This is an optimization exercise on Yosys and OpenROAD, whose aim is small area, a short achievable clock period and few clock cycles per item, not a production implementation. No functional check of the RTL was part of any run shown here. Power figures rest on the tool's default switching activity, not on a simulated workload.

**flow/run.sh**
```bash
#!/bin/bash
# synth_recipe.tcl (not shown) runs the flow's synth.tcl, then flattens the netlist and writes it again
# the make line also repeats each setting of config.mk as NAME=value (left out here)
make -C /OpenROAD-flow-scripts/flow DESIGN_CONFIG=/design/flow/config.mk WORK_HOME=/design/flow/orfs CLKGATE_MAP_FILE= SYNTH_SCRIPT=/design/flow/synth_recipe.tcl finish
```
**flow/config.mk**
```make
export PLATFORM = sky130hd
export DESIGN_NAME = pcie_notify_endpoint
export DESIGN_NICKNAME = pcie_notify_endpoint
export VERILOG_FILES = /design/flow/design.v
export SDC_FILE = /design/flow/constraint.sdc
export NUM_CORES = 4
export LEC_CHECK = 0
export CAP_MARGIN = 20
export CORE_MARGIN = 2
export CORE_UTILIZATION = 40
export PLACE_DENSITY = 0.6
export SETUP_SLACK_MARGIN = 0.3
export SLEW_MARGIN = 20
```
**flow/constraint.sdc**
```tcl
create_clock -name core_clock -period 6.0 [get_ports {trn_clk}]
set_input_delay 1.2000 -clock core_clock [delete_from_list [all_inputs] [get_ports {trn_clk}]]
set_output_delay 1.2000 -clock core_clock [all_outputs]
set_load 0.01 [all_outputs]
```
**flow/design.v**
```verilog
package pcie_tlp_pkg;
    typedef logic [63:0] qword_t;          
    typedef logic [31:0] dword_t;          
    typedef logic [63:0] pcie_addr_t;      
    typedef logic [15:0] requester_id_t;   
    localparam int TLP_LEN_W = 10;         
    typedef logic [TLP_LEN_W-1:0] tlp_len_t;
    typedef enum logic [7:0] {
        MRD32          = 8'h00,   
        MWR32_3DW      = 8'h40,   
        MWR64_4DW_DATA = 8'h60    
    } tlp_fmt_type_e;
    localparam int       TLP_TAG_W     = 8;          
    localparam tlp_len_t MWR_LENGTH_DW = 10'd2;      
    localparam logic [3:0] FULL_BE     = 4'hF;       
    localparam int       NOTIFY_BEATS  = 3;          
    localparam tlp_len_t RX_LENGTH_DW  = 10'd1;
endpackage
package dma_regs_pkg;
    localparam int NUM_CHANNELS = 4;
    localparam int CHAN_SEL_W   = $clog2(NUM_CHANNELS);
    typedef logic [2:0] chan_idx_t;              
    typedef logic [CHAN_SEL_W-1:0] chan_sel_t;   
    typedef enum logic [1:0] {
        REG_ADDR_LO  = 2'd0,   
        REG_ADDR_HI  = 2'd1,   
        REG_DOORBELL = 2'd2,   
        REG_NONE     = 2'd3    
    } reg_sel_e;
    localparam int BAR_CHAN_MSB = 6;
    localparam int BAR_CHAN_LSB = 4;
    localparam int BAR_SEL_MSB  = 3;
    localparam int BAR_SEL_LSB  = 2;
    localparam int RING_BYTES    = 4096;
    localparam int NOTIFY_STRIDE = 8;            
    typedef logic [$clog2(RING_BYTES)-1:0] ring_off_t;
    typedef logic [31:0] seq_t;
endpackage
module pcie_notify_endpoint
(
    input  logic       trn_clk,
    input  logic       reset,
    input  pcie_tlp_pkg::qword_t     trn_rd,
    input  logic       trn_rsof_n,
    input  logic       trn_reof_n,
    input  logic       trn_rsrc_rdy_n,
    input  logic [6:0] trn_rbar_hit_n,
    output logic       trn_rdst_rdy_n,
    output pcie_tlp_pkg::qword_t     trn_td,
    output logic [7:0] trn_trem_n,
    output logic       trn_tsof_n,
    output logic       trn_teof_n,
    output logic       trn_tsrc_rdy_n,
    input  logic       trn_tdst_rdy_n,
    input  logic [7:0] cfg_bus_number,
    input  logic [4:0] cfg_device_number,
    input  logic [2:0] cfg_function_number
);
    localparam int NCH = 4;
    assign trn_rdst_rdy_n = 1'b0;     
    assign trn_trem_n     = 8'h00;    
    logic        beat;
    logic        hdr_good;    
    logic        acc;         
    logic [1:0]  ch_in;
    logic [1:0]  sel_in;
    logic [31:0] wdata;       
    logic [NCH-1:0] we_lo, we_hi, we_db;
    logic        db_in;       
    assign beat = !trn_rsrc_rdy_n;
    always_ff @(posedge trn_clk) begin
        if (reset) begin
            hdr_good <= 1'b0;
        end else if (beat) begin
            hdr_good <= !trn_rsof_n && trn_reof_n && !trn_rbar_hit_n[0] &&
                        (trn_rd[63:56] == 8'h40) && (trn_rd[41:32] == 10'd1);
        end
    end
    assign acc    = hdr_good && beat && !trn_reof_n && trn_rsof_n && !trn_rd[38];
    assign ch_in  = trn_rd[37:36];
    assign sel_in = trn_rd[35:34];
    assign wdata  = trn_rd[31:0] & {32{!reset}};
    assign db_in  = acc && (sel_in == 2'd2);
    for (genvar c = 0; c < NCH; c++) begin : g_dec
        assign we_lo[c] = acc && (ch_in == 2'(c)) && (sel_in == 2'd0);
        assign we_hi[c] = acc && (ch_in == 2'(c)) && (sel_in == 2'd1);
        assign we_db[c] = acc && (ch_in == 2'(c)) && (sel_in == 2'd2);
    end
    logic [63:3] base [NCH];
    logic [8:0]  lo   [NCH];
    logic        cy   [NCH];
    logic [31:0] seq  [NCH];
    logic [31:0] db   [NCH];
    logic [NCH-1:0] pend;     
    logic        tvalid;      
    logic        tsof;
    logic        teof;
    logic [63:0] td;
    logic [1:0]  ch_cur;      
    logic        upd;         
    logic [63:3] base_c;
    logic [8:0]  lo_c;
    logic        cy_c;
    logic [31:0] seq_c;
    logic [31:0] db_c;
    assign base_c = base[ch_cur];
    assign lo_c   = lo[ch_cur];
    assign cy_c   = cy[ch_cur];
    assign seq_c  = seq[ch_cur];
    assign db_c   = db[ch_cur];
    logic [8:0]  lo_nx;
    logic        cy_nx;
    logic [31:0] seq_nx;
    logic [8:0]  lo_adv;
    assign lo_adv = lo_c + 9'd1;
    assign lo_nx  = lo_adv & {9{!reset}};
    assign cy_nx  = !reset && (lo_adv != base_c[11:3]) && (cy_c || (&lo_c));
    assign seq_nx = (seq_c + 32'd1) & {32{!reset}};
    for (genvar c = 0; c < NCH; c++) begin : g_ch
        logic adv_c;
        assign adv_c = upd && (ch_cur == 2'(c));
        always_ff @(posedge trn_clk) begin
            if (reset || we_lo[c]) base[c][31:3]  <= wdata[31:3];
            if (reset || we_hi[c]) base[c][63:32] <= wdata;
            if (reset || adv_c)    seq[c]         <= seq_nx;
            if (we_db[c])          db[c]          <= trn_rd[31:0];
        end
        always_ff @(posedge trn_clk) begin
            if (reset) begin
                lo[c] <= '0;
                cy[c] <= 1'b0;
            end else if (we_lo[c]) begin
                lo[c] <= trn_rd[11:3];
                cy[c] <= 1'b0;
            end else if (we_hi[c]) begin
                lo[c] <= base[c][11:3];
                cy[c] <= 1'b0;
            end else if (adv_c) begin
                lo[c] <= lo_nx;
                cy[c] <= cy_nx;
            end
        end
    end
    logic        adv;         
    logic        any_pend;
    logic [1:0]  rr_ch;       
    logic [1:0]  nxt_ch;
    logic        start;       
    logic        head;        
    logic [63:0] addr_q;
    logic [63:0] hdr_q;
    assign adv      = !tvalid || !trn_tdst_rdy_n;
    assign any_pend = |pend;
    assign head     = adv && (!tvalid || teof);
    assign start    = any_pend || db_in;
    always_comb begin
        rr_ch = ch_cur;
        for (int k = NCH - 1; k >= 1; k--) begin
            if (pend[2'(ch_cur + 2'(k))]) rr_ch = 2'(ch_cur + 2'(k));
        end
    end
    assign nxt_ch = any_pend ? rr_ch : ch_in;
    assign addr_q = {base_c[63:12] + 52'(cy_c), lo_c, 3'b000};
    assign hdr_q  = {8'h60, 14'd0, 10'd2, cfg_bus_number, cfg_device_number, cfg_function_number,
                     6'd0, nxt_ch, 8'hFF};
    always_ff @(posedge trn_clk) begin
        if (adv) begin
            if (tvalid && tsof)                td <= addr_q;
            else if (tvalid && !teof)          td <= {seq_c, db_c};
            else                               td <= hdr_q;
        end
    end
    always_ff @(posedge trn_clk) begin
        if (reset) begin
            tvalid <= 1'b0;
            tsof   <= 1'b0;
            teof   <= 1'b0;
            ch_cur <= 2'd0;
            upd    <= 1'b0;
            pend   <= '0;
        end else begin
            upd <= adv && tvalid && !tsof && !teof;
            if (adv) begin
                if (tvalid && tsof) begin
                    tsof <= 1'b0;
                end else if (tvalid && !teof) begin
                    teof <= 1'b1;
                end else begin
                    tvalid <= start;
                    tsof   <= start;
                    teof   <= 1'b0;
                end
            end
            if (head && start) ch_cur <= nxt_ch;
            for (int c = 0; c < NCH; c++) begin
                if (head && start && nxt_ch == 2'(c)) pend[c] <= 1'b0;
                else if (we_db[c] && !(head && !any_pend)) pend[c] <= 1'b1;
            end
        end
    end
    assign trn_td         = td;
    assign trn_tsof_n     = !tsof;
    assign trn_teof_n     = !teof;
    assign trn_tsrc_rdy_n = !tvalid;
endmodule
```
==> results of run 1 <==
area by class of cell:
type                       count  area, um2
multi-input combinational   1190       7830
clock inverter                38        460
timing repair buffer         188       1790
clock buffer                  68       1530
fill                        5645      34800
inverter                      20       77.6
tap                          864       1080
sequential                   615      18000
how the worst max path moves through the flow:
| stage | startpoint | end | slack (ns) | depth (start not counted) |
|---|---|---|---|---|
| floorplan | ch_cur[1]$_SDFFE_PP0P_ | td[38]$_DFFE_PN_ | 1.03 | 21 |
| CTS | ch_cur[0]$_SDFFE_PP0P_ | seq[2][28]$_DFFE_PP_ | 1.02 | 13 |
| global route | ch_cur[1]$_SDFFE_PP0P_ | cy[2]$_SDFFE_PP0P_ | 0.70 | 13 |
| finish | ch_cur[0]$_SDFFE_PP0P_ | seq[2][28]$_DFFE_PP_ | 0.96 | 13 |
| detailed placement | ch_cur[1]$_SDFFE_PP0P_ | td[34]$_DFFE_PN_ | 1.07 | 12 |
| global placement | ch_cur[0]$_SDFFE_PP0P_ | td[63]$_DFFE_PN_ | 1.13 | 10 |
cells in the mapped netlist, drive strengths merged (40+ instances only):
master,number
buf,74
xor2,40
o21ai,84
nand2,143
a222oi,131
nand3,53
xnor2,53
nor2,134
a21oi,112
dfxtp,51
edfxtp,564
a211oi,60
nor3,41
clkbuf,72
nor2b,83
cells by family (layout without fill, tap and decap cells):
group                    count (synthesis)  in the layout  share of synthesized area
adder cells (fa/ha/maj)                 10             10                    0.00474
XOR/XNOR                                95             95                     0.0326
AO/OA/AOI/OAI                          516            516                      0.144
other                                    1              9                   0.000142
multiplexers                            10             10                    0.00389
AND/OR/NAND/NOR                        550            550                      0.106
buffers and inverters                  166            314                     0.0286
flip-flops                             615            615                      0.680
routing by layer:
layer | vias to the layer above | track usage | wire length [um]
li1 | 7970 | - | -
met1 | 8841 | 0.267 | 28900
met2 | 683 | 0.366 | 36500
met3 | 113 | 0.0260 | 4340
met4 | 0 | 0.0738 | 2240
met5 | - | 0 | 0
power by group:
group	total [mW]	internal [mW]	switching [mW]	leakage [nW]
sequential	4.95	4.89	0.0641	5.93
combinational	0.398	0.135	0.263	2.93
clock	3.84	2.25	1.59	0.974
total	9.20	7.28	1.92	9.83
per-stage QoR:
stage	hold slack [ns]	power (mW)	setup WS, ns	cells	cell area (um2)
floorplan	0.462	5.24	1.03	1971	26400
global placement	0.472	5.43	1.13	2877	28700
detailed placement	0.483	5.44	1.07	2877	28700
CTS	0.495	9.26	1.02	2983	30700
global route	0.517	9.46	0.697	2983	30700
finish	0.495	9.20	0.955	2983	30700
sequential cells by signal, summed over array words and instances, names as in the netlist:
| name | cells |
|---|---|
| seq | 128 |
| ch_cur | 2 |
| tsof | 1 |
| db | 128 |
| cy | 4 |
| pend | 4 |
| hdr_good | 1 |
| upd | 1 |
| td | 64 |
| teof | 1 |
| base | 244 |
| lo | 36 |
| tvalid | 1 |
worst register-to-register path, stage by stage (launching register included):
cell and delay (ns):
sky130_fd_sc_hd__dfxtp_1 0.42, sky130_fd_sc_hd__inv_1 0.28, sky130_fd_sc_hd__ha_4 0.67, sky130_fd_sc_hd__buf_4 0.63
sky130_fd_sc_hd__a222oi_1 0.28, sky130_fd_sc_hd__a21oi_1 0.33, sky130_fd_sc_hd__ha_1 0.21, sky130_fd_sc_hd__inv_1 0.06
sky130_fd_sc_hd__a211o_1 0.28, sky130_fd_sc_hd__a21o_1 0.26, sky130_fd_sc_hd__nor4_4 0.60, sky130_fd_sc_hd__nand2_1 0.20
sky130_fd_sc_hd__or4b_1 0.55, sky130_fd_sc_hd__nand2_1 0.14
==> run notes, run 1 <==
Outcome:
- The flow ran to the end and the layout has no timing, DRC or antenna violations.

Synthesis:
- In this run, synthesis inferred 564 flip-flops with an integrated enable.
- In this run, synthesis produced a sequential element count of 615.
- Of the synthesized area, sequential elements account for 0.680.
- Averaged over all synthesized cells, the footprint is 13.5 um2.
- The number of cells produced by synthesis is 1,963.
- The most used flip-flop cell after synthesis is sky130_fd_sc_hd__edfxtp_1.
- The share of synthesized area in the top cell type comes to 0.641.
- After synthesis, the netlist uses 76 different library cells.
- The Yosys step of the flow raised 6 warnings.
- After synthesis, the cell types taking the most area are sky130_fd_sc_hd__edfxtp_1 (64%), sky130_fd_sc_hd__a222oi_1 (5.0%), sky130_fd_sc_hd__dfxtp_1 (3.9%).
- The share of async-settable or async-resettable flops after synthesis is 0.
- The area of the mapped netlist is 0.0264 mm2.
- The cell type with the highest aggregate area in the netlist is sky130_fd_sc_hd__edfxtp_1.

Pwr:
- The total power divided by cell area is 299 mW/mm2.
- The maximum resistive drop on vdd is 0.223 mV.
- Summed over all cells, the static leakage comes to 9.83 nW.

Floorplan:
- The effective utilization at floorplan is 0.403.
- The total core area is 0.0655 mm2.
- The die is 261 um wide.
- The floorplan step defined a die boundary enclosing 0.0681 mm2.
- The count of boundary I/O pins is 169.
- In this run the vertical extent of the chip is 261 um.
- After floorplanning, the core was divided into 94 placement rows.

Route:
- The routed length per placed instance is 24.2 um.
- The number of search-and-repair iterations in the first detailed-routing pass is 7.
- The final layout contains routed wiring with a total length of 72,000 um.
- The number of vias per cell after detailed routing is 5.90.
- The number of design rule violations left after detail routing is 0.
- The detail route stage leaves a number of antenna-violating nets equal to 0.
- The number of DRC violations after detailed-routing iteration 0 is 2,160.
- Detailed routing inserted a total of 17,607 vias.

Cells and area:
- In the final layout, the share of cells above drive strength 1 is 0.0906.
- The commonest non-fill, non-tap cell in the layout is sky130_fd_sc_hd__edfxtp_1.
- The fraction of the core area covered by cells at the end of the flow is 0.469.
- The final layout net count is 2,177.
- The growth of design area from synthesis to finish is 16.4%.
- 0 antenna diodes ended up in the layout.
- The library cells used most frequently in the layout, excluding fill and tap cells, are sky130_fd_sc_hd__edfxtp_1 (564), sky130_fd_sc_hd__nand2_1 (140), sky130_fd_sc_hd__clkdlybuf4s50_1 (137), sky130_fd_sc_hd__a222oi_1 (131), sky130_fd_sc_hd__nor2_1 (130).

Timing:
- The number of pins exceeding their max-slew limit in the final report is 0.
- For the pin with the worst max-slew slack, the measured transition is 0.909 ns.
- Setup total negative slack on the finished layout was measured at 0 ns.
- The final clock period utilization by the worst path is 0.841.
- The count of endpoints failing setup in the final report is 0.
- Subtracting the final worst setup slack from the clock period gives 5.04 ns.
- The relative max-transition margin is 0.394.
- The maximum clock rate is 0.198 GHz.
- The final-report hold violation count is 0.
- Setup repair after global routing left no endpoint under its margin.
- For the final database, setup skew stands at 0.0303 ns.

Flow run:
- The tool flagged a number of max-cap violations equal to 0.

Clock tree:
- The number of buffers created by CTS is 59.
- In this run, post-CTS hold repair placed 0 buffers.
- The master cell of the clock root buffer is sky130_fd_sc_hd__clkbuf_16.
- For this design, the sink count on the clock tree is 615.
- The clock-pin transition on the worst setup and hold timing paths is 0.07 ns.
- The clock latency at the later pin of the worst-skew pair is 0.63 ns.
- The number of gates resized after CTS was 0.
- Once the clock tree was built, the setup fixing pass inserted 0 buffers.
- TritonCTS built the clock tree.
- CTS built an H-tree with a depth of 2.
- Counting along the longest clock path gives a buffer depth of 3.

Global routing:
- The number of antenna violations at the first check in global routing came to 0.
- The total global routing track utilization is 0.209.
- The first global-routing pass estimated 108,000 um of wire.
- The via count of the first global-routing pass is 17,288.
- The pin count of the biggest net entering global routing is 71.
- The residual overflow from global routing is 0.

Placed design:
- At the end of routability-driven placement, the weighted congestion stood at 0.825.
- Detailed placement ended at an HPWL of 43,800 um.
- The number of buffers inserted by port buffering is 139.

Critical path:
- The required time of the critical path is 6.48 ns.
- The largest delay contributor family on the critical path is simple AND/OR/NAND/NOR gates.
- The critical path is of the reg -> reg type.
- The cell type of the slowest stage on the worst timing path is sky130_fd_sc_hd__ha_4.
- The arrival time reported for the critical path endpoint is 5.52 ns.
- The worst register-to-register path begins at ch_cur[0]$_SDFFE_PP0P_.
- The endpoint class of the critical path is a flop.
- In this design, the stage delay of the slowest critical-path cell is 0.67 ns.
- Together, buffers and inverters on the worst path number 3.
- Across all register-to-register paths, the minimum setup slack is 0.96 ns.
- Traced cell by cell, the critical path runs through inv_1 -> ha_4 -> buf_4 -> a222oi_1 -> a21oi_1 -> ha_1 -> inv_1 -> a211o_1 -> a21o_1 -> nor4_4 -> nand2_1 -> or4b_1 -> nand2_1.
- The maximum fanout along the worst path is 49.
- The endpoint identified for the worst register-to-register timing path is seq[2][28]$_DFFE_PP_.
- The kind of start point of the critical path is a flop.
- For the worst flop-to-flop path, the logic depth is 13.

Worst hold path:
- Along the worst hold path, the cell count comes to 2.
- The tightest min-delay check is of the reg -> reg type.
- The source of the worst hold timing path is lo[0][7]$_SDFFE_PP0P_.
- The worst hold path terminates at lo[0][7]$_SDFFE_PP0P_.
==> inputs of run 2 (changes only) <==
--- a/flow/config.mk
+++ b/flow/config.mk
@@ -5,9 +5,11 @@
 export SDC_FILE = /design/flow/constraint.sdc
 export NUM_CORES = 4
 export LEC_CHECK = 0
+export ABC_CLOCK_PERIOD_IN_PS = 2500
 export CAP_MARGIN = 20
 export CORE_MARGIN = 2
 export CORE_UTILIZATION = 40
 export PLACE_DENSITY = 0.6
-export SETUP_SLACK_MARGIN = 0.3
+export SETUP_SLACK_MARGIN = 3.5
 export SLEW_MARGIN = 20
+export TNS_END_PERCENT = 100
==> run 2 against run 1 <==
Against the previous run:
- final cell count increased by 7.8%
- register-to-register slack better by 1.5 ns
- first-iteration DRC count increased by 22%
- critical path type unchanged
- largest cell class unchanged
==> run notes, run 2 <==
Outcome:
- The flow ran to the end and the layout has no timing, DRC or antenna violations.

Cells and area:
- The register bank with the most flops is base.
- The commonest non-fill, non-tap cell in the layout is sky130_fd_sc_hd__edfxtp_1.
- The number of flip-flops in the largest register is 244 (unchanged).
- The share of post-route cells with drive strength above 1 was 0.298 (+0.207).
- The post-route cell area is 0.0358 mm2 (+17%).
- The final layout net count is 2,409 (+11%).
- The top cell types in the final layout, fill and taps aside, are sky130_fd_sc_hd__edfxtp_1 (564), sky130_fd_sc_hd__buf_4 (146), sky130_fd_sc_hd__a222oi_1 (131), sky130_fd_sc_hd__nand2_1 (125), sky130_fd_sc_hd__a21oi_1 (91).
- The fraction of the core area covered by cells at the end of the flow was 0.547 (+0.0778).
- The growth of design area from synthesis to finish is 35.7%.
- The largest registers in the layout are base: 244 flops, db: 128 flops, seq: 128 flops.

Synthesis:
- Among all flip-flop cells after synthesis, the most frequent one is sky130_fd_sc_hd__edfxtp_1.
- The area of the mapped netlist is 0.0264 mm2 (unchanged).
- The number of enable flip-flop cells after synthesis came to 564 (unchanged).
- Among all cell types in the netlist, the one instantiated most often is sky130_fd_sc_hd__edfxtp_1.
- Sorting the synthesized cells by how often they occur yields sky130_fd_sc_hd__edfxtp_1 (564), sky130_fd_sc_hd__nand2_1 (143), sky130_fd_sc_hd__nor2_1 (134), sky130_fd_sc_hd__a222oi_1 (131), sky130_fd_sc_hd__a21oi_1 (112).
- The number of warnings reported in the yosys synthesis log was 6 (unchanged).
- The unique cell type count in the Yosys netlist was 76 (unchanged).
- The share of async-settable or async-resettable flops after synthesis is 0 (unchanged).
- The share of Yosys cell area claimed by the top area cell type is 0.641 (unchanged).
- The number of cells produced by synthesis is 1,963 (unchanged).
- The cell type with the highest aggregate area in the netlist is sky130_fd_sc_hd__edfxtp_1.
- The number of register bits inferred by synthesis is 615 (unchanged).
- The average size of a mapped cell was 13.5 um2 (unchanged).
- The portion of the post-synthesis area used by sequential elements is 0.680 (unchanged).
- By area the synthesized netlist is led by sky130_fd_sc_hd__edfxtp_1 (64%), sky130_fd_sc_hd__a222oi_1 (5.0%), sky130_fd_sc_hd__dfxtp_1 (3.9%).

Timing:
- The final clock period utilization by the worst path is 0.596 (-0.245).
- The relative max-transition margin came to 0.271 (-0.124).
- The actual transition at the worst max-transition pin is 1.08 ns (+0.174 ns).
- The final-report hold violation count is 0 (unchanged).
- The maximum clock rate was 0.280 GHz (+41%).
- The count of endpoints failing setup in the final report came to 0 (unchanged).
- The worst hold slack after final layout is 0.500 ns (+0.00567 ns).
- The largest clock skew in the final design is 0.0251 ns (-0.00514 ns).
- The number of pins exceeding their max-slew limit in the final report is 0 (unchanged).
- The final setup TNS came to 0 ns (unchanged).
- The final critical path time including I/O delays and setup is 3.58 ns (-1.47 ns).
- Setup repair after global routing could not meet its margin everywhere.

Floorplan:
- The effective utilization at floorplan is 0.403 (unchanged).
- The chip height is 261 um (unchanged).
- The area of the die is 0.0681 mm2 (unchanged).
- The placement row count was 94 (unchanged).
- The total core area is 0.0655 mm2 (unchanged).
- The count of boundary I/O pins was 169 (unchanged).
- The width of the die is 261 um (unchanged).

Clock tree:
- The clock latency at the later pin of the worst-skew pair is 0.60 ns (-0.03 ns).
- The clock sink count is 615 (unchanged).
- The cell sitting at the root of the clock tree is a sky130_fd_sc_hd__clkbuf_16.
- TritonCTS built the clock tree.
- The H-tree depth came to 3 (+1).
- The maximum clock insertion buffer count came to 3 (unchanged).
- The clock-pin transition on the worst setup and hold timing paths is 0.06 ns (about the same).
- The number of buffers created by CTS is 66 (+12%).

Route:
- The number of DRC violations after detailed-routing iteration 0 is 2,631 (+22%).
- The routed wire length came to 84,400 um (+17%).
- The number of search-and-repair iterations in the first detailed-routing pass came to 11 (+4).
- The remaining number of nets flagged by the antenna check after routing is 0 (unchanged).
- The routed length per placed instance is 26.2 um (+8.6%).
- The vias after detailed routing is 19,420 (+10%).
- The number of design rule violations left after detail routing was 0 (unchanged).
- The number of vias per cell after detailed routing is 6.04 (+2.3%).

Critical path:
- By startpoint and endpoint, the worst setup path is classified as reg -> reg.
- The endpoint class of the critical path is a flop.
- The maximum fanout along the worst path came to 8 (-84%).
- The cell seen most often among critical-path stages is sky130_fd_sc_hd__buf_12.
- The required time of the critical path was 6.31 ns (-0.17 ns).
- The worst setup path is launched from a flop.
- For this design, the slowest cell found on the critical path is sky130_fd_sc_hd__dfxtp_4.
- The critical path goes through inv_6 -> ha_4 -> buf_12 -> buf_6 -> a222oi_1 -> a21oi_2 -> ha_2 -> ha_4 -> a21boi_4 -> nor4b_4 -> nand4_1 -> buf_12 -> buf_12 -> nor4b_4 -> xnor2_2 -> o21ai_2.
- The arrival time reported for the critical path endpoint came to 3.88 ns (-1.64 ns).
- The longest individual stage delay on the worst path is 0.39 ns (-0.28 ns).

Global routing:
- The residual overflow from global routing came to 0 (unchanged).
- The global-route track usage on met3 was 0.0366 (+0.0106).
- The total global routing track utilization is 0.241 (+0.0317).
- The wire length of the first global-routing pass is 121,000 um (+12%).
- The global routing's busiest layer is met2.
- The met1 demand-to-capacity share in global routing is 0.323 (+0.0557).
- The via count of the first global-routing pass is 18,594 (+7.6%).
- The met2 capacity usage during global routing is 0.397 (+0.0308).
- The pin count of the biggest net entering global routing is 68 (-4.2%).
- The number of antenna violations at the first check in global routing is 1 (+1).

Placed design:
- The number of buffers inserted by port buffering is 139 (unchanged).
- The post-detailed-placement half-perimeter wirelength is 44,400 um (+1.2%).
- The area after detailed placement is 0.0293 mm2 (+1.9%).
- The weighted congestion at the end of routability-driven global placement is 0.847 (+2.7%).

Pwr:
- The maximum resistive drop on vdd is 0.150 mV (-33%).
- The power after layout is 9.61 mW (+4.5%).
- The total power divided by cell area is 268 mW/mm2 (-10%).
- The leakage power summed over all cells is 12.4 nW (+26%).

Flow run:
- The number of max-capacitance violations reported is 0 (unchanged).

Worst hold path:
- The worst hold path belongs to the class reg -> reg.
[run 2: cell types whose count changed in the layout (fill, tap and decap cells not counted), moves of 31 or more]
cell / change
sky130_fd_sc_hd__nor2_1: -47
sky130_fd_sc_hd__buf_6: +49
sky130_fd_sc_hd__xnor2_2: +35
sky130_fd_sc_hd__xnor2_1: -42
sky130_fd_sc_hd__clkdlybuf4s50_1: -74
sky130_fd_sc_hd__dlygate4sd2_1: +41
sky130_fd_sc_hd__buf_12: +31
sky130_fd_sc_hd__buf_4: +99
[run 2: kinds of logic after synthesis]
kind of cell | synth area share
buf+inv | 0.0286
xor+xnor | 0.0326
other cells | 0.000142
compound gates | 0.144
simple gates | 0.106
fa+ha+maj | 0.00474
mux | 0.00389
flops | 0.680
[run 2: critical path, delay by kind of cell (launching register included)]
family,cells,cell delay [ns]
and+or+nand+nor,3,0.73
buffers and inverters,5,0.70
AOI/OAI and AO/OA,4,0.67
adders and majority gates,3,0.57
DFF,1,0.39
xor gates and xnor gates,1,0.21
[run 2: final timing paths]
path                          startpoint                    end  slack [ns]  cells past startpoint
setup / recovery  ch_cur[1]$_SDFFE_PP0P_       td[56]$_DFFE_PN_        2.42                     16
setup reg to reg  ch_cur[1]$_SDFFE_PP0P_       td[56]$_DFFE_PN_        2.42                     16
hold / removal     lo[0][3]$_SDFFE_PP0P_  lo[0][3]$_SDFFE_PP0P_        0.50                      2
hold reg to reg    lo[0][3]$_SDFFE_PP0P_  lo[0][3]$_SDFFE_PP0P_        0.50                      2
[run 2: per-layer routing]
| layer | part of all wire | up-vias | wire, um |
|---|---|---|---|
| met2 | 0.49 | 1051 | 41500 |
| met5 | 0 | - | 0 |
| met3 | 0.088 | 147 | 7450 |
| met1 | 0.39 | 9736 | 33000 |
| li1 | - | 8486 | - |
| met4 | 0.029 | 0 | 2420 |
[run 2: per-stage QoR]
| stage | worst slack, ns | instances |
|---|---|---|
| after CTS | 2.51 | 3139 |
| after floorplan | 2.22 | 1971 |
| after global routing | 2.35 | 3217 |
| final | 2.42 | 3217 |
| after global placement | 1.58 | 2859 |
| after detailed placement | 1.51 | 2865 |
[run 2: timing repair]
| item | CTS | global route |
|---|---|---|
| endpoints found under the setup margin | 863 | 494 |
| gates cloned | 25 | 5 |
| hold buffers | 0 | 0 |
| buffers inserted | 135 | 72 |
| pin swaps | 74 | 109 |
| resized for setup | 334 | 207 |
[run 2: cell type report]
type,instances,area [um2]
antenna,1,2.50
clock buffer,79,1770
clock inverter,35,407
fill,5095,29700
inverter,20,125
multi-input combinational,1197,9910
sequential,615,18000
tap,864,1080
timing repair buffer,402,4520
timing repair inverter,4,31.3
[run 2: power by group]
| group | total [mW] | switching, mW | internal (mW) |
|---|---|---|---|
| Combinational | 0.530 | 0.332 | 0.199 |
| Clock | 4.12 | 1.67 | 2.45 |
| Sequential | 4.95 | 0.0655 | 4.89 |
| Total | 9.61 | 2.06 | 7.54 |
==> inputs of run 3 (changes only) <==
--- a/flow/design.v
+++ b/flow/design.v
@@ -103,11 +103,21 @@
     logic        cy_c;
     logic [31:0] seq_c;
     logic [31:0] db_c;
-    assign base_c = base[ch_cur];
-    assign lo_c   = lo[ch_cur];
-    assign cy_c   = cy[ch_cur];
-    assign seq_c  = seq[ch_cur];
-    assign db_c   = db[ch_cur];
+    logic [NCH-1:0] ch_oh;    
+    always_comb begin
+        base_c = '0;
+        lo_c   = '0;
+        cy_c   = 1'b0;
+        seq_c  = '0;
+        db_c   = '0;
+        for (int c = 0; c < NCH; c++) begin
+            base_c = base_c | (base[c] & {61{ch_oh[c]}});
+            lo_c   = lo_c   | (lo[c]   & {9{ch_oh[c]}});
+            cy_c   = cy_c   | (cy[c]   & ch_oh[c]);
+            seq_c  = seq_c  | (seq[c]  & {32{ch_oh[c]}});
+            db_c   = db_c   | (db[c]   & {32{ch_oh[c]}});
+        end
+    end
     logic [8:0]  lo_nx;
     logic        cy_nx;
     logic [31:0] seq_nx;
@@ -118,7 +128,7 @@
     assign seq_nx = (seq_c + 32'd1) & {32{!reset}};
     for (genvar c = 0; c < NCH; c++) begin : g_ch
         logic adv_c;
-        assign adv_c = upd && (ch_cur == 2'(c));
+        assign adv_c = upd && ch_oh[c];
         always_ff @(posedge trn_clk) begin
             if (reset || we_lo[c]) base[c][31:3]  <= wdata[31:3];
             if (reset || we_hi[c]) base[c][63:32] <= wdata;
@@ -176,6 +186,7 @@
             tsof   <= 1'b0;
             teof   <= 1'b0;
             ch_cur <= 2'd0;
+            ch_oh  <= 4'b0001;
             upd    <= 1'b0;
             pend   <= '0;
         end else begin
@@ -191,7 +202,10 @@
                     teof   <= 1'b0;
                 end
             end
-            if (head && start) ch_cur <= nxt_ch;
+            if (head && start) begin
+                ch_cur <= nxt_ch;
+                for (int c = 0; c < NCH; c++) ch_oh[c] <= (nxt_ch == 2'(c));
+            end
             for (int c = 0; c < NCH; c++) begin
                 if (head && start && nxt_ch == 2'(c)) pend[c] <= 1'b0;
                 else if (we_db[c] && !(head && !any_pend)) pend[c] <= 1'b1;
==> run 3 against run 2 <==
Against the previous run:
- synthesized area decreased by 1.4%
- critical path depth shrank 2
- clock skew is 0.0044 ns lower
- routed wire length fell by 4.5%
- flip-flop and latch count is 4 higher
- sequential power about the same
- clock power fell by 5%
- core utilization down 0.79 points
- still clean on timing, DRC and antenna
- largest cell class unchanged
- design area is 3.2% lower
- critical endpoint is now td[63]$_DFFE_PN_
==> run notes, run 3 <==
Timing:
- The final-report hold violation count is 0 (unchanged).
- The count of endpoints failing setup in the final report came to 0 (unchanged).
- The final critical path time including I/O delays and setup is 2.94 ns (-0.640 ns).
- The final setup TNS is 0 ns (unchanged).
- The maximum clock rate was 0.340 GHz (+22%).
- Setup repair after global routing could not meet its margin everywhere.
- The number of pins exceeding their max-slew limit in the final report was 0 (unchanged).
- The final clock period utilization by the worst path was 0.489 (-0.107).
- The actual transition at the worst max-transition pin is 1.02 ns (-0.0663 ns).
- The relative max-transition margin is 0.322 (+0.0518).
- The largest clock skew in the final design is 0.0207 ns (-0.00444 ns).

Cells and area:
- The area occupied by multi-input gates is 0.00909 mm2 (-8.3%).
- The post-route non-filler standard cell count is 3,067 (-4.7%).
- The growth of design area from synthesis to finish is 33.2%.
- The share of post-route cells with drive strength above 1 was 0.292 (-0.00603).
- The largest registers in the layout are base: 244 flops, db: 128 flops, seq: 128 flops.
- The count of filler cells inserted in the layout is 5,089 (-0.12%).
- The final layout net count is 2,261 (-6.1%).
- The number of antenna cells inserted is 0 (-1).
- Leaving out fill and tap cells, the most frequent cells in the layout are sky130_fd_sc_hd__edfxtp_1 (564), sky130_fd_sc_hd__a22oi_1 (160), sky130_fd_sc_hd__buf_4 (129), sky130_fd_sc_hd__nand2_1 (113), sky130_fd_sc_hd__clkbuf_16 (72).
- The number of flip-flops in the largest register is 244 (unchanged).
- More flip-flops sit in one register than any other, and that register is base.
- The commonest non-fill, non-tap cell in the layout is sky130_fd_sc_hd__edfxtp_1.
- The area occupied by registers was 0.0181 mm2 (+0.49%).

Route:
- The number of design rule violations left after detail routing is 0 (unchanged).
- The routed wire length is 80,600 um (-4.5%).
- The vias after detailed routing is 18,125 (-6.7%).
- The number of vias per cell after detailed routing is 5.91 (-2.1%).
- The remaining number of nets flagged by the antenna check after routing is 0 (unchanged).
- The routed length per placed instance was 26.3 um (+0.22%).
- The number of search-and-repair iterations in the first detailed-routing pass is 5 (-6).
- The number of DRC violations after detailed-routing iteration 0 came to 1,877 (-29%).

Floorplan:
- The placement row count is 93 (-1.1%).
- The width of the die is 259 um (-0.69%).
- The total core area is 0.0643 mm2 (-1.8%).
- The count of boundary I/O pins is 169 (unchanged).
- The chip height is 259 um (-0.69%).
- The area of the die is 0.0671 mm2 (-1.4%).
- The effective utilization at floorplan is 0.405 (+0.00152).

Synthesis:
- The cell type with the highest aggregate area in the netlist is sky130_fd_sc_hd__edfxtp_1.
- The share of Yosys cell area claimed by the top area cell type came to 0.651 (+0.00913).
- The number of warnings reported in the yosys synthesis log is 6 (unchanged).
- The number of register bits inferred by synthesis is 619 (+0.65%).
- The multiplexer area fraction after synthesis is 0.00231 (-0.00158).
- Yosys attributes the largest share of cell area to sky130_fd_sc_hd__edfxtp_1 (65%), sky130_fd_sc_hd__a22oi_1 (5.4%), sky130_fd_sc_hd__dfxtp_1 (4.2%).
- The number of cells produced by synthesis is 1,820 (-7.3%).
- The post-synthesis compound-gate area fraction is 0.150 (+0.00614).
- The combinational family with the most area after synthesis is compound AO/OA/AOI/OAI gates.
- The fraction of synthesized cell area in xor and xnor cells is 0.0294 (-0.00314).
- The portion of the post-synthesis area used by sequential elements is 0.693 (+0.0128).
- The share of async-settable or async-resettable flops after synthesis is 0 (unchanged).
- In the synthesized netlist the dominant register cell turns out to be sky130_fd_sc_hd__edfxtp_1.
- The number of enable flip-flop cells after synthesis is 564 (unchanged).
- The basic-gate share of the synthesized area counting and, or, nand and nor cells is 0.0930 (-0.0127).
- The average size of a mapped cell is 14.3 um2 (+6.3%).
- By count the netlist is led by sky130_fd_sc_hd__edfxtp_1 (564), sky130_fd_sc_hd__a22oi_1 (188), sky130_fd_sc_hd__nand2_1 (146), sky130_fd_sc_hd__nor2_1 (85), sky130_fd_sc_hd__a21oi_1 (65).
- The unique cell type count in the Yosys netlist is 77 (+1.3%).
- The adder and majority cell fraction of the synthesized area was 0.00240 (-0.00234).
- The area of the mapped netlist is 0.0260 mm2 (-1.4%).
- By instance count, the leading cell after synthesis is sky130_fd_sc_hd__edfxtp_1.

Outcome:
- The flow ran to the end and the layout has no timing, DRC or antenna violations.

Clock tree:
- The clock-pin transition on the worst setup and hold timing paths is 0.06 ns (about the same).
- The master cell of the clock root buffer is sky130_fd_sc_hd__clkbuf_16.
- TritonCTS built the clock tree.
- The hold buffer count at CTS is 0 (unchanged).
- The maximum clock insertion buffer count came to 3 (unchanged).
- The clock latency at the later pin of the worst-skew pair is 0.62 ns (+0.02 ns).
- The H-tree depth is 3 (unchanged).
- The clock sink count is 619 (+0.65%).
- The number of buffers created by CTS is 66 (unchanged).

Global routing:
- The total global routing track utilization is 0.234 (-0.00674).
- The pin count of the biggest net entering global routing is 74 (+8.8%).
- The wire length of the first global-routing pass was 116,000 um (-3.9%).
- The via count of the first global-routing pass came to 17,726 (-4.7%).
- The residual overflow from global routing came to 0 (unchanged).
- The number of antenna violations at the first check in global routing is 0 (-1).

Worst hold path:
- The worst hold path belongs to the class reg -> reg.

Critical path:
- The longest individual stage delay on the worst path was 0.50 ns (+0.11 ns).
- The worst setup path is of the reg -> reg kind.
- The cell type of the slowest stage on the worst timing path is sky130_fd_sc_hd__dfxtp_4.
- STA classifies the critical path endpoint as a flop.
- The required time of the critical path is 6.31 ns (about the same).
- The arrival time reported for the critical path endpoint came to 3.25 ns (-0.63 ns).
- Walking the worst path, the cells encountered are buf_6 -> a22oi_2 -> nand2_2 -> ha_4 -> buf_6 -> inv_4 -> a221oi_4 -> nand4_4 -> buf_6 -> nor4_4 -> buf_4 -> nand4_1 -> xnor2_2 -> o22ai_2.
- The worst setup path is launched from a flop.
- The cell seen most often among critical-path stages is sky130_fd_sc_hd__buf_6.
- The maximum fanout along the worst path is 7 (-1).

Placed design:
- The post-detailed-placement half-perimeter wirelength is 42,500 um (-4.3%).
- The post-placement cell count was 2,733 (-4.6%).
- The number of buffers inserted by port buffering is 139 (unchanged).
- The weighted congestion at the end of routability-driven global placement was 0.842 (-0.60%).

Pwr:
- The leakage power summed over all cells is 11.9 nW (-4.0%).
- The total power divided by cell area is 274 mW/mm2 (+2.0%).
- The maximum resistive drop on vdd came to 0.196 mV (+31%).

Flow run:
- The number of max-capacitance violations reported came to 0 (unchanged).
## run 3: metal layers
| metal | vias up | global-route usage | share of wire | wire length [um] |
|---|---|---|---|---|
| li1 | 7941 | - | - | - |
| met1 | 9197 | 0.308 | 0.40 | 32400 |
| met2 | 853 | 0.395 | 0.50 | 40000 |
| met3 | 134 | 0.0359 | 0.076 | 6150 |
| met4 | 0 | 0.0809 | 0.026 | 2090 |
| met5 | - | 0 | 0 | 0 |
## run 3: repair_timing
item | CTS | global route
hold endpoints to repair | 0 | 0
buffers inserted | 141 | 42
gates cloned | 28 | 6
resized for setup | 333 | 153
pin swaps | 85 | 59
endpoints found under the setup margin | 780 | 744
## run 3: final cells by class
class | instances | area share
Inverter | 7 | 0.000974
Multi-Input combinational cell | 1092 | 0.262
Clock buffer | 87 | 0.0514
Timing Repair Buffer | 377 | 0.126
Clock inverter | 30 | 0.00812
Sequential cell | 619 | 0.521
Tap cell | 855 | 0.0308
## run 3: critical path: cells and delay by family (launching register included)
kind | cells | cell delay (ns)
AOI/OAI and AO/OA | 3 | 0.45
xor gates and xnor gates | 1 | 0.29
adders and majority gates | 1 | 0.16
buffers and inverters | 5 | 0.66
DFF | 1 | 0.50
and+or+nand+nor | 4 | 0.57
## run 3: logic make-up after synthesis
| family | Yosys count |
|---|---|
| other | 1 |
| buffers and inverters | 130 |
| AOI/OAI and AO/OA | 523 |
| muxes | 6 |
| xor gates and xnor gates | 85 |
| and+or+nand+nor | 451 |
| adders and majority gates | 5 |
| DFF | 619 |
## run 3: worst paths after layout
check                                      startpoint                    end  slack, ns  depth (start not counted)
worst max-delay path            ch_oh[1]$_SDFFE_PP0P_       td[63]$_DFFE_PN_       3.06                         14
worst min-delay path            lo[0][8]$_SDFFE_PP0P_  lo[0][8]$_SDFFE_PP0P_       0.50                          2
worst max register to register  ch_oh[1]$_SDFFE_PP0P_       td[63]$_DFFE_PN_       3.06                         14
worst min register to register  lo[0][8]$_SDFFE_PP0P_  lo[0][8]$_SDFFE_PP0P_       0.50                          2
## run 3: power by group
part           internal, mW  total, mW  switching (mW)
registers              4.91       4.98          0.0650
logic                 0.223      0.579           0.356
clock network          2.21       3.93            1.72
## run 3: stage by stage
stage                util  power [mW]  area, um2  worst slack [ns]  hold slack, ns
floorplan               -        5.31      26600              2.79           0.465
global placement    0.443        5.50      28500              1.89           0.476
detailed placement  0.443        5.51      28500              1.87           0.484
CTS                 0.522        9.48      33600              3.15           0.499
global route        0.539        9.75      34700              2.96           0.505
finish              0.539        9.48      34700              3.06           0.504
==> inputs of run 4 (changes only) <==
--- a/flow/design.v
+++ b/flow/design.v
@@ -64,8 +64,7 @@
     logic        acc;         
     logic [1:0]  ch_in;
     logic [1:0]  sel_in;
-    logic [31:0] wdata;       
-    logic [NCH-1:0] we_lo, we_hi, we_db;
+    logic [NCH-1:0] we_db;
     logic        db_in;       
     assign beat = !trn_rsrc_rdy_n;
     always_ff @(posedge trn_clk) begin
@@ -79,12 +78,19 @@
     assign acc    = hdr_good && beat && !trn_reof_n && trn_rsof_n && !trn_rd[38];
     assign ch_in  = trn_rd[37:36];
     assign sel_in = trn_rd[35:34];
-    assign wdata  = trn_rd[31:0] & {32{!reset}};
     assign db_in  = acc && (sel_in == 2'd2);
+    logic [31:0]    wdata_q;
+    logic [NCH-1:0] we_lo_q, we_hi_q, we_db_q;
     for (genvar c = 0; c < NCH; c++) begin : g_dec
-        assign we_lo[c] = acc && (ch_in == 2'(c)) && (sel_in == 2'd0);
-        assign we_hi[c] = acc && (ch_in == 2'(c)) && (sel_in == 2'd1);
         assign we_db[c] = acc && (ch_in == 2'(c)) && (sel_in == 2'd2);
+    end
+    always_ff @(posedge trn_clk) begin
+        wdata_q <= trn_rd[31:0];
+        for (int c = 0; c < NCH; c++) begin
+            we_lo_q[c] <= acc && (ch_in == 2'(c)) && (sel_in == 2'd0);
+            we_hi_q[c] <= acc && (ch_in == 2'(c)) && (sel_in == 2'd1);
+            we_db_q[c] <= we_db[c];
+        end
     end
     logic [63:3] base [NCH];
     logic [8:0]  lo   [NCH];
@@ -118,6 +124,8 @@
             db_c   = db_c   | (db[c]   & {32{ch_oh[c]}});
         end
     end
+    logic [31:0] wdata;       
+    assign wdata = wdata_q & {32{!reset}};
     logic [8:0]  lo_nx;
     logic        cy_nx;
     logic [31:0] seq_nx;
@@ -130,19 +138,19 @@
         logic adv_c;
         assign adv_c = upd && ch_oh[c];
         always_ff @(posedge trn_clk) begin
-            if (reset || we_lo[c]) base[c][31:3]  <= wdata[31:3];
-            if (reset || we_hi[c]) base[c][63:32] <= wdata;
-            if (reset || adv_c)    seq[c]         <= seq_nx;
-            if (we_db[c])          db[c]          <= trn_rd[31:0];
+            if (reset || we_lo_q[c]) base[c][31:3]  <= wdata[31:3];
+            if (reset || we_hi_q[c]) base[c][63:32] <= wdata;
+            if (reset || adv_c)      seq[c]         <= seq_nx;
+            if (we_db_q[c])          db[c]          <= wdata_q;
         end
         always_ff @(posedge trn_clk) begin
             if (reset) begin
                 lo[c] <= '0;
                 cy[c] <= 1'b0;
-            end else if (we_lo[c]) begin
-                lo[c] <= trn_rd[11:3];
+            end else if (we_lo_q[c]) begin
+                lo[c] <= wdata_q[11:3];
                 cy[c] <= 1'b0;
-            end else if (we_hi[c]) begin
+            end else if (we_hi_q[c]) begin
                 lo[c] <= base[c][11:3];
                 cy[c] <= 1'b0;
             end else if (adv_c) begin
==> run 4 against run 3 <==
Against the previous run:
- still clean
- global-route usage decreased by 0.52 points
- maximum frequency down 1.3%
- synthesized cell count rose by 4.0%
- critical path type unchanged
- largest power group unchanged
==> run notes, run 4 <==
Synthesis:
- The most used flip-flop cell after synthesis is sky130_fd_sc_hd__edfxtp_1.
- The share of async-settable or async-resettable flops after synthesis is 0 (unchanged).
- The area of the mapped netlist is 0.0268 mm2 (+3.1%).
- The share of Yosys cell area claimed by the top area cell type is 0.631 (-0.0195).
- The number of cells produced by synthesis came to 1,892 (+4.0%).
- The number of enable flip-flop cells after synthesis came to 564 (unchanged).
- The number of register bits inferred by synthesis was 663 (+7.1%).
- The most instantiated library cell after synthesis is sky130_fd_sc_hd__edfxtp_1.
- The unique cell type count in the Yosys netlist is 84 (+9.1%).
- The average size of a mapped cell came to 14.2 um2 (-0.83%).
- Ranked by instance count, the synthesized netlist is headed by sky130_fd_sc_hd__edfxtp_1 (564), sky130_fd_sc_hd__a22oi_1 (219), sky130_fd_sc_hd__nand2_1 (172), sky130_fd_sc_hd__nor2_1 (115), sky130_fd_sc_hd__dfxtp_1 (99).
- The cell type with the highest aggregate area in the netlist is sky130_fd_sc_hd__edfxtp_1.
- Sorting the synthesized cells by area gives the leading types as sky130_fd_sc_hd__edfxtp_1 (63%), sky130_fd_sc_hd__dfxtp_1 (7.4%), sky130_fd_sc_hd__a22oi_1 (6.1%).
- The portion of the post-synthesis area used by sequential elements was 0.705 (+0.0120).
- The number of warnings reported in the yosys synthesis log is 6 (unchanged).

Clock tree:
- The clock-pin transition on the worst setup and hold timing paths was 0.06 ns (about the same).
- The clock sink count was 663 (+7.1%).
- The maximum clock insertion buffer count is 3 (unchanged).
- The H-tree depth is 3 (unchanged).
- TritonCTS built the clock tree.
- The master cell of the clock root buffer is sky130_fd_sc_hd__clkbuf_16.
- The number of buffers created by CTS is 68 (+3.0%).
- The clock latency at the later pin of the worst-skew pair is 0.61 ns (about the same).
- The hold buffer count at CTS is 0 (unchanged).

Critical path:
- The slowest stage of the critical path is the sky130_fd_sc_hd__dfxtp_4 cell.
- The startpoint of the worst register-to-register path is ch_oh[0]$_SDFFE_PP1P_.
- The required time of the critical path came to 6.30 ns (about the same).
- The longest individual stage delay on the worst path is 0.46 ns (-0.04 ns).
- STA classifies the critical path endpoint as a flop.
- The worst reg2reg path endpoint is td[50]$_DFFE_PN_.
- The critical path is of the reg -> reg type.
- The worst path buffer plus inverter count was 6 (+1).
- The kind of start point of the critical path is a flop.
- The depth of the most critical reg-to-reg path is 13 (-1).
- The largest delay contributor family on the critical path is buffers and inverters.
- Walking the worst path, the cells encountered are buf_16 -> buf_4 -> a22oi_2 -> a22oi_2 -> nand4_1 -> buf_6 -> nor4_4 -> buf_6 -> buf_12 -> buf_16 -> nand4_1 -> xor2_1 -> o21ai_1.
- The arrival time reported for the critical path endpoint is 3.27 ns (+0.02 ns).
- The slack of the worst reg-to-reg path is 3.02 ns (-0.04 ns).
- The maximum fanout along the worst path is 8 (+1).

Route:
- The number of search-and-repair iterations in the first detailed-routing pass is 5 (unchanged).
- The routed wire length is 84,000 um (+4.2%).
- The met2 routed wirelength came to 41,800 um (+4.4%).
- The highest layer touched by signal routing is met4.
- The vias after detailed routing was 18,919 (+4.4%).
- The number of DRC violations after detailed-routing iteration 0 is 2,165 (+15%).
- The number of design rule violations left after detail routing is 0 (unchanged).
- The routed length on met3 was 6020 um (-2.1%).
- The routed metal-1 wirelength was 32,500 um (+0.49%).
- The remaining number of nets flagged by the antenna check after routing is 0 (unchanged).
- The routed length per placed instance is 26.6 um (+1.3%).
- The number of vias per cell after detailed routing is 6.00 (+1.5%).

Placed design:
- The post-detailed-placement half-perimeter wirelength is 43,100 um (+1.4%).
- The number of buffers inserted by port buffering came to 139 (unchanged).
- The post-placement cell count came to 2,810 (+2.8%).
- The weighted congestion at the end of routability-driven global placement was 0.851 (+1.0%).
- The area after detailed placement is 0.0290 mm2 (+1.8%).

Worst hold path:
- The type of the most critical hold path is reg -> reg.
- The worst hold path terminates at db[3][23]$_DFFE_PP_.
- The instance count along the most critical hold path was 0 (-2).
- The source of the worst hold timing path is wdata_q[23]$_DFF_P_.

Timing:
- The largest clock skew in the final design is 0.0273 ns (+0.00659 ns).
- The actual transition at the worst max-transition pin is 1.14 ns (+0.119 ns).
- The worst hold slack after final layout is 0.497 ns (-0.00743 ns).
- The final clock period utilization by the worst path came to 0.496 (+0.00646).
- The count of endpoints failing setup in the final report is 0 (unchanged).
- Setup repair after global routing could not meet its margin everywhere.
- The final setup TNS is 0 ns (unchanged).
- The final critical path time including I/O delays and setup is 2.98 ns (+0.0387 ns).
- The number of pins exceeding their max-slew limit in the final report was 0 (unchanged).
- The relative max-transition margin is 0.240 (-0.0821).
- The final-report hold violation count is 0 (unchanged).
- The maximum clock rate is 0.336 GHz (-1.3%).

Floorplan:
- The chip height is 263 um (+1.5%).
- The count of boundary I/O pins is 169 (unchanged).
- The area of the die is 0.0692 mm2 (+3.0%).
- The total core area came to 0.0661 mm2 (+2.7%).
- The width of the die is 263 um (+1.5%).
- The placement row count was 94 (+1.1%).
- The effective utilization at floorplan is 0.406 (+0.00148).

Cells and area:
- Leaving out fill and tap cells, the most frequent cells in the layout are sky130_fd_sc_hd__edfxtp_1 (564), sky130_fd_sc_hd__a22oi_1 (166), sky130_fd_sc_hd__nand2_1 (145), sky130_fd_sc_hd__buf_4 (133), sky130_fd_sc_hd__dfxtp_1 (92).
- The post-route non-filler standard cell count is 3,155 (+2.9%).
- The share of post-route cells with drive strength above 1 is 0.306 (+0.0140).
- The number of flip-flops in the largest register is 244 (unchanged).
- The largest registers in the layout are base: 244 flops, db: 128 flops, seq: 128 flops.
- The growth of design area from synthesis to finish is 34.0%.
- The commonest non-fill, non-tap cell in the layout is sky130_fd_sc_hd__edfxtp_1.
- The number of antenna cells inserted came to 0 (unchanged).
- Ranked by flip-flop count, first place goes to base.
- The final layout net count is 2,338 (+3.4%).
- The post-route cell area was 0.0360 mm2 (+3.7%).

Global routing:
- The pin count of the biggest net entering global routing is 53 (-28%).
- The total global routing track utilization is 0.229 (-0.00519).
- The residual overflow from global routing is 0 (unchanged).
- The wire length of the first global-routing pass came to 119,000 um (+2.4%).
- The via count of the first global-routing pass is 18,453 (+4.1%).
- The number of antenna violations at the first check in global routing came to 0 (unchanged).

Pwr:
- The total power divided by cell area came to 277 mW/mm2 (+1.2%).
- The maximum resistive drop on vdd is 0.225 mV (+15%).
- The leakage power summed over all cells is 12.7 nW (+7.0%).

Flow run:
- The number of max-capacitance violations reported is 0 (unchanged).

Outcome:
- The flow ran to the end and the layout has no timing, DRC or antenna violations.
-- run 4: changes by cell type in the layout (fill, tap and decap cells not counted), moves of 13 or more --
| cell | before | now |
|---|---|---|
| sky130_fd_sc_hd__a211oi_1 | 57 | 0 |
| sky130_fd_sc_hd__dfxtp_1 | 48 | 92 |
| sky130_fd_sc_hd__nand2_1 | 113 | 145 |
| sky130_fd_sc_hd__a22oi_2 | 36 | 66 |
| sky130_fd_sc_hd__a222oi_1 | 1 | 28 |
| sky130_fd_sc_hd__nor2_1 | 60 | 87 |
| sky130_fd_sc_hd__a22o_1 | 47 | 28 |
| sky130_fd_sc_hd__buf_6 | 31 | 49 |
| sky130_fd_sc_hd__nor3_1 | 26 | 9 |
| sky130_fd_sc_hd__a311oi_1 | 16 | 0 |
| sky130_fd_sc_hd__buf_12 | 41 | 27 |
| sky130_fd_sc_hd__clkdlybuf4s15_1 | 24 | 11 |
-- run 4: worst max path at each step --
stage / to / start / cells past startpoint
finish: td[50]$_DFFE_PN_ / ch_oh[0]$_SDFFE_PP1P_ / 13
global placement: td[58]$_DFFE_PN_ / ch_oh[1]$_SDFFE_PP0P_ / 8
floorplan: td[45]$_DFFE_PN_ / ch_oh[2]$_SDFFE_PP0P_ / 17
CTS: seq[2][28]$_DFFE_PP_ / ch_oh[1]$_SDFFE_PP0P_ / 12
global route: td[50]$_DFFE_PN_ / ch_oh[2]$_SDFFE_PP0P_ / 14
detailed placement: td[45]$_DFFE_PN_ / ch_oh[2]$_SDFFE_PP0P_ / 8
-- run 4: kinds of logic after synthesis --
family / Yosys count / share of synthesized area
DFF: 663 / 0.705
AOI/OAI and AO/OA: 530 / 0.147
and+or+nand+nor: 475 / 0.0870
buffers and inverters: 130 / 0.0290
xor gates and xnor gates: 84 / 0.0284
adders and majority gates: 5 / 0.00233
muxes: 4 / 0.00163
other: 1 / 0.000140
-- run 4: cell type report --
class | count | area, um2
inverters | 9 | 36.3
well taps | 864 | 1080
fillers | 5182 | 30100
clock buffers | 90 | 1860
flip-flops and latches | 663 | 18900
repair buffers | 388 | 4410
clock inverters | 31 | 364
multi-input cells | 1110 | 9270
-- run 4: what timing repair did --
item                                    4_1_cts  5_1_grt
cloned                                       20        5
pin swaps                                    79      135
resized for setup                           392      208
buffers inserted                            126       73
endpoints found under the setup margin      346      313
-- run 4: layer usage --
metal | vias up | GRT usage
met5 | - | 0
met4 | 0 | 0.0964
met2 | 938 | 0.389
met1 | 9660 | 0.293
li1 | 8104 | -
met3 | 217 | 0.0329
-- run 4: power by group --
| part | switching, mW | leakage [nW] | internal, mW |
|---|---|---|---|
| Combinational | 0.274 | 5.15 | 0.169 |
| Sequential | 0.0760 | 6.50 | 5.18 |
| Clock | 1.76 | 1.09 | 2.50 |
| Total | 2.11 | 12.7 | 7.84 |
-- run 4: through the flow --
stage	util	power, mW	setup slack [ns]
after floorplan	-	5.52	2.98
after global placement	0.439	5.69	2.03
after detailed placement	0.439	5.70	2.02
after CTS	0.518	9.94	3.11
after global routing	0.544	10.2	2.94
final	0.544	9.96	3.02

==> static timing again, ports no longer ideal <==
In the flow no input, the clock included, has a driving cell. The finished layouts below were timed again as built, in two steps.
Step 1 assumes that a clkbuf_16 drives the clock port and a buf_2 every other input.
Step 2 moves the port delays by t, midway between the first and last clock arrival at a register: inputs arrive t later, outputs are due t later. That takes back most of the time a late clock gives input paths.
Slacks: no drivers / after step 1 / after step 2; pairs: no drivers / after step 1.
| run | t (ns) | slack for setup (ns) | hold WS [ns] | latest minus earliest clock arrival (ns) | pins driven straight from the clock port |
|---|---|---|---|---|---|
| run 1 | 0.678 | 0.955 / 0.955 / 0.955 | 0.495 / 0.495 / 0.495 | 0.032 / 0.032 | 1 |
| run 2 | 0.649 | 2.423 / 2.423 / 2.423 | 0.500 / 0.500 / 0.500 | 0.029 / 0.029 | 1 |
| run 3 | 0.671 | 3.063 / 3.063 / 2.919 | 0.504 / 0.504 / 0.504 | 0.024 / 0.024 | 1 |
| run 4 | 0.659 | 3.024 / 3.024 / 2.947 | 0.497 / 0.497 / 0.497 | 0.029 / 0.029 | 1 |
After both steps setup and hold are still met in every run listed. The setup slack of run 3, which loses most, moves by 0.000 ns with the drivers and by -0.144 ns with both steps.
